Source: an optimization exercise on an open RTL-to-GDS flow (aim: small area). Production flows keep margins and buffers that such runs may drop.
In this exercise RTL edits were held to simulation tests only and were not proved equivalent to the original.
No activity file was given, so power comes from the tool's default toggle rates.

==> design/flow/design.v <==
package wideword_pkg;
	localparam int WORD_BITS     = 128;             
	localparam int BYTES         = WORD_BITS / 8;   
	localparam int AXI_DATA_BITS = 32;              
	localparam int AXI_ADDR_BITS = 8;               
	typedef logic [0:WORD_BITS-1] wide_word_t;      
	typedef enum logic [2:0] {
		OP_ADD = 3'd0,   
		OP_AND = 3'd1,
		OP_NOT = 3'd2,   
		OP_OR  = 3'd3,
		OP_XOR = 3'd4,
		OP_SUB = 3'd5,   
		OP_PRM = 3'd6    
	} alu_op_e;
	typedef enum logic [1:0] {
		W8  = 2'd0,
		W16 = 2'd1,
		W32 = 2'd2       
	} lane_width_e;
	localparam logic [AXI_ADDR_BITS-1:0] ADDR_A0     = 8'h00;   
	localparam logic [AXI_ADDR_BITS-1:0] ADDR_B0     = 8'h10;   
	localparam logic [AXI_ADDR_BITS-1:0] ADDR_CTRL   = 8'h20;   
	localparam logic [AXI_ADDR_BITS-1:0] ADDR_STATUS = 8'h24;   
	localparam logic [AXI_ADDR_BITS-1:0] ADDR_RES0   = 8'h30;   
	localparam logic [1:0] RESP_OKAY   = 2'b00;
	localparam logic [1:0] RESP_SLVERR = 2'b10;
endpackage
`timescale 1ns/1ps
module lane_alu (
	input  wideword_pkg::wide_word_t  a,
	input  wideword_pkg::wide_word_t  b,
	input  wideword_pkg::alu_op_e     op,
	input  wideword_pkg::lane_width_e width,
	output wideword_pkg::wide_word_t  result
);
	function automatic logic [31:0] lane_fn(input logic [2:0] code, input logic [31:0] x,
		input logic [31:0] y);
		case (code)
			wideword_pkg::OP_ADD:  lane_fn = x + y;
			wideword_pkg::OP_SUB:  lane_fn = x - y;    
			wideword_pkg::OP_AND:  lane_fn = x & y;
			wideword_pkg::OP_OR:   lane_fn = x | y;
			wideword_pkg::OP_XOR:  lane_fn = x ^ y;
			wideword_pkg::OP_NOT:  lane_fn = ~x;       
			default: lane_fn = '0;       
		endcase
	endfunction
	always_comb
	begin : lane_mux
		logic [31:0] t;              
		t = '0;
		result = '0;                 
		case (width)
			wideword_pkg::W8:
			begin
				for (int i = 0; i < wideword_pkg::WORD_BITS / 8; i++)
				begin
					t = lane_fn(op, 32'(a[i*8 +: 8]), 32'(b[i*8 +: 8]));
					result[i*8 +: 8] = t[7:0];       
				end
			end
			wideword_pkg::W16:
			begin
				for (int i = 0; i < wideword_pkg::WORD_BITS / 16; i++)
				begin
					t = lane_fn(op, 32'(a[i*16 +: 16]), 32'(b[i*16 +: 16]));
					result[i*16 +: 16] = t[15:0];
				end
			end
			wideword_pkg::W32:
			begin
				for (int i = 0; i < wideword_pkg::WORD_BITS / 32; i++)
				begin
					t = lane_fn(op, a[i*32 +: 32], b[i*32 +: 32]);
					result[i*32 +: 32] = t;
				end
			end
			default:
			begin
				result = '0;
			end
		endcase
	end
endmodule
`timescale 1ns/1ps
module byte_permute (
	input  wideword_pkg::wide_word_t a,
	input  wideword_pkg::wide_word_t sel,
	output wideword_pkg::wide_word_t result
);
	logic [7:0] a_bytes [0:wideword_pkg::BYTES-1];   
	genvar i;
	generate
		for (i = 0; i < wideword_pkg::BYTES; i++)
		begin : g_byte
			logic [3:0] idx;              
			assign a_bytes[i] = a[i*8 +: 8];
			assign idx = sel[i*8+4 +: 4];   
			assign result[i*8 +: 8] = a_bytes[idx];   
		end
	endgenerate
endmodule
`timescale 1ns/1ps
module alu_core (
	input  logic                     clk,
	input  logic                     rst,
	input  wideword_pkg::wide_word_t  req_a,        
	input  wideword_pkg::wide_word_t  req_b,        
	input  wideword_pkg::alu_op_e     req_op,       
	input  wideword_pkg::lane_width_e req_width,    
	input  logic                     req_start,    
	output wideword_pkg::wide_word_t  req_result,   
	output logic                     req_done      
);
	wideword_pkg::wide_word_t lane_res;   
	wideword_pkg::wide_word_t prm_res;    
	wideword_pkg::wide_word_t next_res;   
	lane_alu u_lane (
		.a      (req_a),
		.b      (req_b),
		.op     (req_op),
		.width  (req_width),
		.result (lane_res)
	);
	byte_permute u_prm (
		.a      (req_a),
		.sel    (req_b),     
		.result (prm_res)
	);
	always_comb
	begin
		case (req_op)
			wideword_pkg::OP_PRM:
			begin
				next_res = prm_res;
			end
			wideword_pkg::OP_ADD, wideword_pkg::OP_AND, wideword_pkg::OP_NOT, wideword_pkg::OP_OR, wideword_pkg::OP_XOR, wideword_pkg::OP_SUB:
			begin
				next_res = lane_res;   
			end
			default:
			begin
				next_res = '0;         
			end
		endcase
	end
	always_ff @(posedge clk)
	begin
		if (rst)
		begin
			req_result <= '0;
			req_done   <= 1'b0;
		end
		else
		begin
			req_done <= req_start;   
			if (req_start)
			begin
				req_result <= next_res;   
			end
		end
	end
endmodule
`timescale 1ns/1ps
module axil_regs #(
	parameter int ADDR_BITS = wideword_pkg::AXI_ADDR_BITS
) (
	input  logic                                     clk,
	input  logic                                     rst,
	input  logic [ADDR_BITS-1:0]                     awaddr,
	input  logic                                     awvalid,
	output logic                                     awready,
	input  logic [wideword_pkg::AXI_DATA_BITS-1:0]   wdata,
	input  logic [wideword_pkg::AXI_DATA_BITS/8-1:0] wstrb,
	input  logic                                     wvalid,
	output logic                                     wready,
	output logic [1:0]                               bresp,
	output logic                                     bvalid,
	input  logic                                     bready,
	input  logic [ADDR_BITS-1:0]                     araddr,
	input  logic                                     arvalid,
	output logic                                     arready,
	output logic [wideword_pkg::AXI_DATA_BITS-1:0]   rdata,
	output logic [1:0]                               rresp,
	output logic                                     rvalid,
	input  logic                                     rready,
	output wideword_pkg::wide_word_t                 req_a,
	output wideword_pkg::wide_word_t                 req_b,
	output wideword_pkg::alu_op_e                    req_op,
	output wideword_pkg::lane_width_e                req_width,
	output logic                                     req_start,
	input  wideword_pkg::wide_word_t                 req_result,
	input  logic                                     req_done
);
	localparam int WORDS = wideword_pkg::WORD_BITS / wideword_pkg::AXI_DATA_BITS;   
	localparam int STRB  = wideword_pkg::AXI_DATA_BITS / 8;
	logic [wideword_pkg::AXI_DATA_BITS-1:0] a_q   [0:WORDS-1];   
	logic [wideword_pkg::AXI_DATA_BITS-1:0] b_q   [0:WORDS-1];
	logic [wideword_pkg::AXI_DATA_BITS-1:0] res_q [0:WORDS-1];   
	wideword_pkg::alu_op_e                  op_q;
	wideword_pkg::lane_width_e              width_q;
	logic                     done_q;              
	logic                     wr_ready_q;          
	logic                     rd_ready_q;
	logic                     wr_hs, wr_a, wr_b, wr_ctrl, wr_ro, start;
	logic                     rd_ok;
	logic [wideword_pkg::AXI_DATA_BITS-1:0] rd_val;
	logic                     ar_hs;
	function automatic logic hit_block(input logic [ADDR_BITS-1:0] addr,
		input logic [wideword_pkg::AXI_ADDR_BITS-1:0] base);
		hit_block = ({addr[ADDR_BITS-1:4], 4'h0} == ADDR_BITS'(base)) && (addr[1:0] == 2'b00);
	endfunction
	function automatic logic hit_word(input logic [ADDR_BITS-1:0] addr,
		input logic [wideword_pkg::AXI_ADDR_BITS-1:0] base);
		hit_word = addr == ADDR_BITS'(base);
	endfunction
	assign awready = wr_ready_q;
	assign wready  = wr_ready_q;
	assign wr_hs   = awvalid & wvalid & wr_ready_q;
	assign wr_a    = hit_block(awaddr, wideword_pkg::ADDR_A0);
	assign wr_b    = hit_block(awaddr, wideword_pkg::ADDR_B0);
	assign wr_ctrl = hit_word(awaddr, wideword_pkg::ADDR_CTRL);
	assign wr_ro   = hit_word(awaddr, wideword_pkg::ADDR_STATUS) | hit_block(awaddr, wideword_pkg::ADDR_RES0);   
	assign start   = wr_hs & wr_ctrl & (&wstrb);   
	assign req_start = start;
	assign req_op    = start ? wideword_pkg::alu_op_e'(wdata[2:0]) : op_q;
	assign req_width = start ? wideword_pkg::lane_width_e'(wdata[5:4]) : width_q;
	assign req_a     = {a_q[0], a_q[1], a_q[2], a_q[3]};
	assign req_b     = {b_q[0], b_q[1], b_q[2], b_q[3]};
	always_ff @(posedge clk)
	begin
		if (rst)
		begin
			wr_ready_q <= 1'b0;
			bvalid     <= 1'b0;
			bresp      <= wideword_pkg::RESP_OKAY;
		end
		else
		begin
			wr_ready_q <= awvalid & wvalid & ~wr_ready_q & ~bvalid;   
			if (wr_hs)
			begin
				bvalid <= 1'b1;
				bresp  <= (wr_a | wr_b | wr_ctrl | wr_ro) ? wideword_pkg::RESP_OKAY : wideword_pkg::RESP_SLVERR;
			end
			else if (bvalid & bready)
			begin
				bvalid <= 1'b0;
			end
		end
	end
	always_ff @(posedge clk)
	begin
		if (rst)
		begin
			for (int w = 0; w < WORDS; w++)
			begin
				a_q[w]   <= '0;
				b_q[w]   <= '0;
				res_q[w] <= '0;
			end
			op_q    <= wideword_pkg::OP_ADD;
			width_q <= wideword_pkg::W8;
			done_q  <= 1'b0;
		end
		else
		begin
			for (int k = 0; k < STRB; k++)
			begin
				if (wr_hs & wr_a & wstrb[k])
				begin
					a_q[awaddr[3:2]][k*8 +: 8] <= wdata[k*8 +: 8];   
				end
				if (wr_hs & wr_b & wstrb[k])
				begin
					b_q[awaddr[3:2]][k*8 +: 8] <= wdata[k*8 +: 8];
				end
			end
			if (start)
			begin
				op_q    <= wideword_pkg::alu_op_e'(wdata[2:0]);
				width_q <= wideword_pkg::lane_width_e'(wdata[5:4]);
				done_q  <= 1'b0;   
			end
			else if (req_done)
			begin
				done_q <= 1'b1;
			end
			if (req_done)
			begin
				for (int w = 0; w < WORDS; w++)
				begin
					res_q[w] <= req_result[w*wideword_pkg::AXI_DATA_BITS +: wideword_pkg::AXI_DATA_BITS];
				end
			end
		end
	end
	assign arready = rd_ready_q;
	assign ar_hs   = arvalid & rd_ready_q;
	always_comb
	begin
		rd_val = '0;
		rd_ok  = 1'b1;
		if (hit_block(araddr, wideword_pkg::ADDR_A0))
		begin
			rd_val = a_q[araddr[3:2]];
		end
		else if (hit_block(araddr, wideword_pkg::ADDR_B0))
		begin
			rd_val = b_q[araddr[3:2]];
		end
		else if (hit_word(araddr, wideword_pkg::ADDR_CTRL))
		begin
			rd_val[2:0] = op_q;
			rd_val[5:4] = width_q;
		end
		else if (hit_word(araddr, wideword_pkg::ADDR_STATUS))
		begin
			rd_val[0] = done_q;
		end
		else if (hit_block(araddr, wideword_pkg::ADDR_RES0))
		begin
			rd_val = res_q[araddr[3:2]];
		end
		else
		begin
			rd_ok = 1'b0;   
		end
	end
	always_ff @(posedge clk)
	begin
		if (rst)
		begin
			rd_ready_q <= 1'b0;
			rvalid     <= 1'b0;
			rdata      <= '0;
			rresp      <= wideword_pkg::RESP_OKAY;
		end
		else if (ar_hs)
		begin
			rd_ready_q <= 1'b0;     
			rvalid     <= 1'b1;
			rdata      <= rd_val;
			rresp      <= rd_ok ? wideword_pkg::RESP_OKAY : wideword_pkg::RESP_SLVERR;
		end
		else if (rvalid & rready)
		begin
			rd_ready_q <= 1'b1;
			rvalid     <= 1'b0;
		end
		else if (!rvalid)
		begin
			rd_ready_q <= 1'b1;     
		end
	end
endmodule
`timescale 1ns/1ps
module wideword_alu_top #(
	parameter int ADDR_BITS = wideword_pkg::AXI_ADDR_BITS
) (
	input  logic                                     clk,
	input  logic                                     rst,
	input  logic [ADDR_BITS-1:0]                     awaddr,
	input  logic                                     awvalid,
	output logic                                     awready,
	input  logic [wideword_pkg::AXI_DATA_BITS-1:0]   wdata,
	input  logic [wideword_pkg::AXI_DATA_BITS/8-1:0] wstrb,
	input  logic                                     wvalid,
	output logic                                     wready,
	output logic [1:0]                               bresp,
	output logic                                     bvalid,
	input  logic                                     bready,
	input  logic [ADDR_BITS-1:0]                     araddr,
	input  logic                                     arvalid,
	output logic                                     arready,
	output logic [wideword_pkg::AXI_DATA_BITS-1:0]   rdata,
	output logic [1:0]                               rresp,
	output logic                                     rvalid,
	input  logic                                     rready
);
	wideword_pkg::wide_word_t  req_a;
	wideword_pkg::wide_word_t  req_b;
	wideword_pkg::alu_op_e     req_op;
	wideword_pkg::lane_width_e req_width;
	logic                      req_start;
	wideword_pkg::wide_word_t  req_result;
	logic                      req_done;
	axil_regs #(
		.ADDR_BITS (ADDR_BITS)
	) u_regs (
		.clk     (clk),
		.rst     (rst),
		.awaddr  (awaddr),
		.awvalid (awvalid),
		.awready (awready),
		.wdata   (wdata),
		.wstrb   (wstrb),
		.wvalid  (wvalid),
		.wready  (wready),
		.bresp   (bresp),
		.bvalid  (bvalid),
		.bready  (bready),
		.araddr  (araddr),
		.arvalid (arvalid),
		.arready (arready),
		.rdata   (rdata),
		.rresp   (rresp),
		.rvalid  (rvalid),
		.rready  (rready),
		.req_a      (req_a),
		.req_b      (req_b),
		.req_op     (req_op),
		.req_width  (req_width),
		.req_start  (req_start),
		.req_result (req_result),
		.req_done   (req_done)
	);
	alu_core u_core (
		.clk (clk),
		.rst (rst),
		.req_a      (req_a),
		.req_b      (req_b),
		.req_op     (req_op),
		.req_width  (req_width),
		.req_start  (req_start),
		.req_result (req_result),
		.req_done   (req_done)
	);
endmodule
==> design/flow/run.sh <==
#!/bin/bash
# synth_recipe.tcl (not shown) runs the flow's synth.tcl, then flattens the netlist and writes it again
# the make line also repeats each setting of config.mk as NAME=value (left out here)
make -C /OpenROAD-flow-scripts/flow DESIGN_CONFIG=/design/flow/config.mk WORK_HOME=/design/flow/orfs CLKGATE_MAP_FILE= SYNTH_SCRIPT=/design/flow/synth_recipe.tcl finish
==> design/flow/config.mk <==
export PLATFORM = sky130hd
export DESIGN_NAME = wideword_alu_top
export DESIGN_NICKNAME = wideword_alu_top
export VERILOG_FILES = /design/flow/design.v
export SDC_FILE = /design/flow/constraint.sdc
export NUM_CORES = 8
export LEC_CHECK = 0
export CAP_MARGIN = 20
export CORE_MARGIN = 2
export CORE_UTILIZATION = 25
export PLACE_DENSITY = 0.35
export SLEW_MARGIN = 20
==> design/flow/constraint.sdc <==
create_clock -name core_clock -period 6.0 [get_ports {clk}]
set_input_delay 1.2000 -clock core_clock [delete_from_list [all_inputs] [get_ports {clk}]]
set_output_delay 1.2000 -clock core_clock [all_outputs]
set_load 0.01 [all_outputs]
==> run notes <==
Outcome = finished clean
Maxcap violations = 0
Sw frac = 38.15%
Worst R2R Setup Slack = 450 ps
LEAKAGE = 0.03019 µW
Longest Clk Path Bufs = 3
Die Area = 261300 µm²
Final hold violation count = 0
CTS sink count = 557
Die width = 511.2 µm
Layout area overhead = 20.44%
Period utilization = 94.24%
Worst Hold Class = register to register
Logic pwr share = 31.2%
Reg power frac = 30.6%
CTS tree = yes
Critical Path Start = wstrb[3]
Placer Congestion = 1.045
DRT iter0 DRCs = 14287
Final Slew Violations = 0
DPL Wire Length = 360400 µm
Pwr Density = 178.8 nW/µm²
Cell count after synthesis = 8095
Levels on crit path = 21
Core area = 256200 µm²
# setup viols final = 0
First-pass GRT wire length = 667500 µm
RSZ-0062 raised after global routing = no
Min Tclk post-route = 5655 ps
Vias per inst = 6.534
Synthesized area = 64300 µm²
Hold slack = 448.0 ps
Critical path arrival = 6290 ps
Critical Path Sink Type = register
Synth top area share = 11.96%
Number of port buffers = 97
Worst path bufs/invs = 6
NetSw = 5283 µW
Layout Cells excl Fill = 11928
Num ports = 100
Setup crit end = u_core.req_result[33]
Slew HR = 10.76%
Final nets = 9071
Worst-Skew Late Latency = 780 ps
Routed WL per cell = 42.71 µm
Setup bufs post-CTS = 0
Most Frequent Cell on Critical Path = buf_12
Die Y = 511.2 µm
First-pass DRT Iterations = 15
Initial Utilization = 25.09%
Most used flip-flop cell after synthesis = dfxtp_1
Critical Path Fanout Max = 26
CTS Buf Count = 81
Max stage delay on crit path = 510 ps
Layout Skew = 61.78 ps
Mean post-synth cell area = 7.943 µm²
Number of cell rows = 186
Post-synth EDFFs = 256
Antenna violations before repair = 83
Clock power share = 38.2%
Crit path cell chain = clkdlybuf4s50_1 > buf_12 > and4_1 > nand4_1 > buf_4 > mux2i_4 > buf_12 > buf_4 > buf_12 > nor2_1 > xnor2_1 > ha_1 > a211oi_1 > o21bai_1 > a211oi_1 > o21ai_0 > a41oi_1 > xnor2_1 > a211o_1 > o211ai_1 > o31ai_1
Register area = 13720 µm²
Worst-path clk slew = 60 ps
Filler instances = 27423
Total track usage = 37.31%
Worst slew pin tran = 1339 ps
Part of the Yosys area used for sequential elements = 21.33%
Pin count of the biggest net entering global routing = 91
Multi-input logic area = 46130 µm²
DRC = 0
Leading area contributor after synthesis = edfxtp_1
Clock Tree Root = clkbuf_16
CP max-delay cell = clkdlybuf4s50_1
Critical Path Source Type = primary input
Worst R2R End = u_core.req_result[1]
Dpl cells = 11733
Detail Route Antenna Nets = 0
Number of global-route vias before repair = 71152
Worst r2r src = u_regs.op_q[0]
Syn. warnings = 6
Synth top area cells = edfxtp_1 (12%), ha_1 (11%), dfxtp_1 (9.4%), mux4_2 (4.9%), xnor2_1 (4.5%)
Layout cells sized above 1 = 16.55%
Maximum vdd ir drop = 228.0 µV
Synthesized flop and latch total = 557
Setup TNS = 0 ps
FF-to-FF path depth = 18
Total gr overflow = 0
Fraction of synthesis flops using an asynchronous set or reset pin = 0%
Synth cell types = 98
Crit path max-delay family = compound AO/OA/AOI/OAI gates
Critical path class = primary input to register
Vias = 77935
H-tree levels = 3
Req. time, crit path = 6640 ps
Int Power = 8565 µW
DRT Wirelength = 509500 µm
Fmax achieved = 176.8 MHz
==> worst reg2reg max path: cells and delay by family (launching register included) <==
family	cells	cell delay, ps
AND/OR/NAND/NOR	7	1700
AO/OA/AOI/OAI	5	1320
flip-flops	1	880
buffers and inverters	4	800
multiplexers	1	470
adder cells (fa/ha/maj)	1	280
==> worst min path at each step <==
stage                startpoint               end  slack [ps]  cells past startpoint
4_1_cts        u_regs.rdata[19]  u_regs.rdata[19]         460                      2
6_report       u_regs.rdata[24]  u_regs.rdata[24]         450                      2
2_1_floorplan     u_regs.done_q     u_regs.done_q         430                      1
3_3_place_gp   u_regs.rdata[17]  u_regs.rdata[17]         430                      2
5_1_grt        u_regs.rdata[15]  u_regs.rdata[15]         470                      2
3_5_place_dp   u_regs.rdata[19]  u_regs.rdata[19]         440                      2
==> kinds of logic (layout without fill, tap and decap cells) <==
logic type	Yosys count	after routing	share of synthesized area, %
XOR/XNOR	397	397	5.408
AND/OR/NAND/NOR	2294	2294	16.88
AO/OA/AOI/OAI	2707	2707	29.33
flip-flops	557	557	21.33
adder cells (fa/ha/maj)	576	576	11.39
other	1	44	0.005832
multiplexers	363	363	8.431
buffers and inverters	1200	1606	7.223
==> registers in the layout (all words and copies together), names as in the netlist, 2 cells and up <==
register / cells
u_regs.width_q: 2
u_regs.b_q: 128
u_regs.op_q: 3
u_regs.res_q: 128
u_regs.a_q: 128
u_regs.rdata: 32
u_core.req_result: 128
==> layout make-up <==
cell class	count	share of cell area (%)
clock buffer	111	3.039
timing repair buffer	1124	11.88
antenna	42	0.1357
multi-input combinational	6339	59.57
sequential	557	17.71
clock inverter	38	0.5832
inverter	333	1.616
tap	3384	5.467
==> what timing repair did <==
item	4_1_cts	5_1_grt
resized for setup	0	1
setup endpoints to repair	0	1
hold buffers	0	0
==> routing by layer <==
layer  share of wire [%]  GRT usage (%)  vias up
met5                0.12          1.242        -
met4                 7.3          21.91       42
met3                  14          15.88     1649
met2                  39          51.20     6191
met1                  40          47.90    38833
li1                    -              -    31220
==> synthesized netlist by cell type, drive strengths merged, types with 179 or more instances <==
library cell    n
edfxtp        256
nand2         637
mux2i         213
dfxtp         301
o21ai         491
nor2          628
a22oi         261
a222oi        179
clkbuf        664
inv           324
a21oi         553
and2          222
xnor2         329
a221oi        206
ha            560
buf           203
nand3         258
==> power by group through the flow <==
stage / clock network [µW] / logic [µW] / registers [µW]
floorplan: 0 / 2130 / 4190
global route: 5520 / 4430 / 4220
CTS: 5390 / 4090 / 4210
detailed placement: 0 / 4070 / 4290
global placement: 0 / 4070 / 4290
finish: 5290 / 4330 / 4230
==> layout by cell type (no fill, tap or decap), types with 27 or more instances in the layout <==
cell / instances
inv_1: 320
nor3_1: 151
buf_4: 983
nand2_1: 632
a22o_1: 96
clkbuf_16: 84
o221ai_1: 82
a221o_1: 32
o31ai_1: 39
and3_1: 122
nor2b_1: 53
ha_1: 560
nor2_1: 621
o211ai_1: 61
mux4_2: 140
buf_12: 40
or3_1: 41
nand4_1: 27
edfxtp_1: 256
a221oi_1: 204
diode_2: 42
o22ai_1: 92
a311oi_1: 37
a22oi_1: 261
xor2_1: 68
xnor2_1: 329
nand3_1: 257
clkdlybuf4s50_1: 92
dfxtp_1: 300
a211oi_1: 89
a21o_1: 108
a31oi_1: 105
o21a_1: 41
a21oi_1: 549
and2_1: 218
mux2i_1: 205
a222oi_1: 179
nand2b_1: 46
a32oi_1: 34
o21ai_0: 485
==> through the flow <==
stage	instance area, µm²	setup slack [ps]	power (µW)	util (%)
after floorplan	64300	267.7	6320	-
after global placement	74470	-407.9	8363	29.07
after detailed placement	74470	-464.8	8363	29.07
after CTS	77280	367.5	13690	30.16
after global routing	77360	97.33	14160	30.19
final	77440	345.4	13850	30.22

==> what the ideal ports hide <==
In the flow no input, the clock included, has a driving cell. The finished layout below was timed again as built, in two steps.
Step 1 sets driving cells, clkbuf_16 on the clock port and buf_2 on the other inputs (assumed; they add their load-dependent delay and slew).
Step 2 also shifts input and output timing later by t, the mid clock arrival at the registers, as if the neighbouring blocks saw the same clock.
a / b / c = no drivers / after step 1 / after step 2; a / b = the first two.
t (ns): 0.863
slack for setup (ns): 0.345 / 0.397 / -0.466
worst setup path after step 2: input to register
clock arrival spread, ns: 0.064 / 0.063
slew at the worst register clock pin (ns): 0.07 / 0.07
With both steps, setup timing fails in this run, where it was met with ideal ports. For this run, drivers alone change the setup slack by +0.052 ns; drivers and shift together by -0.811 ns.
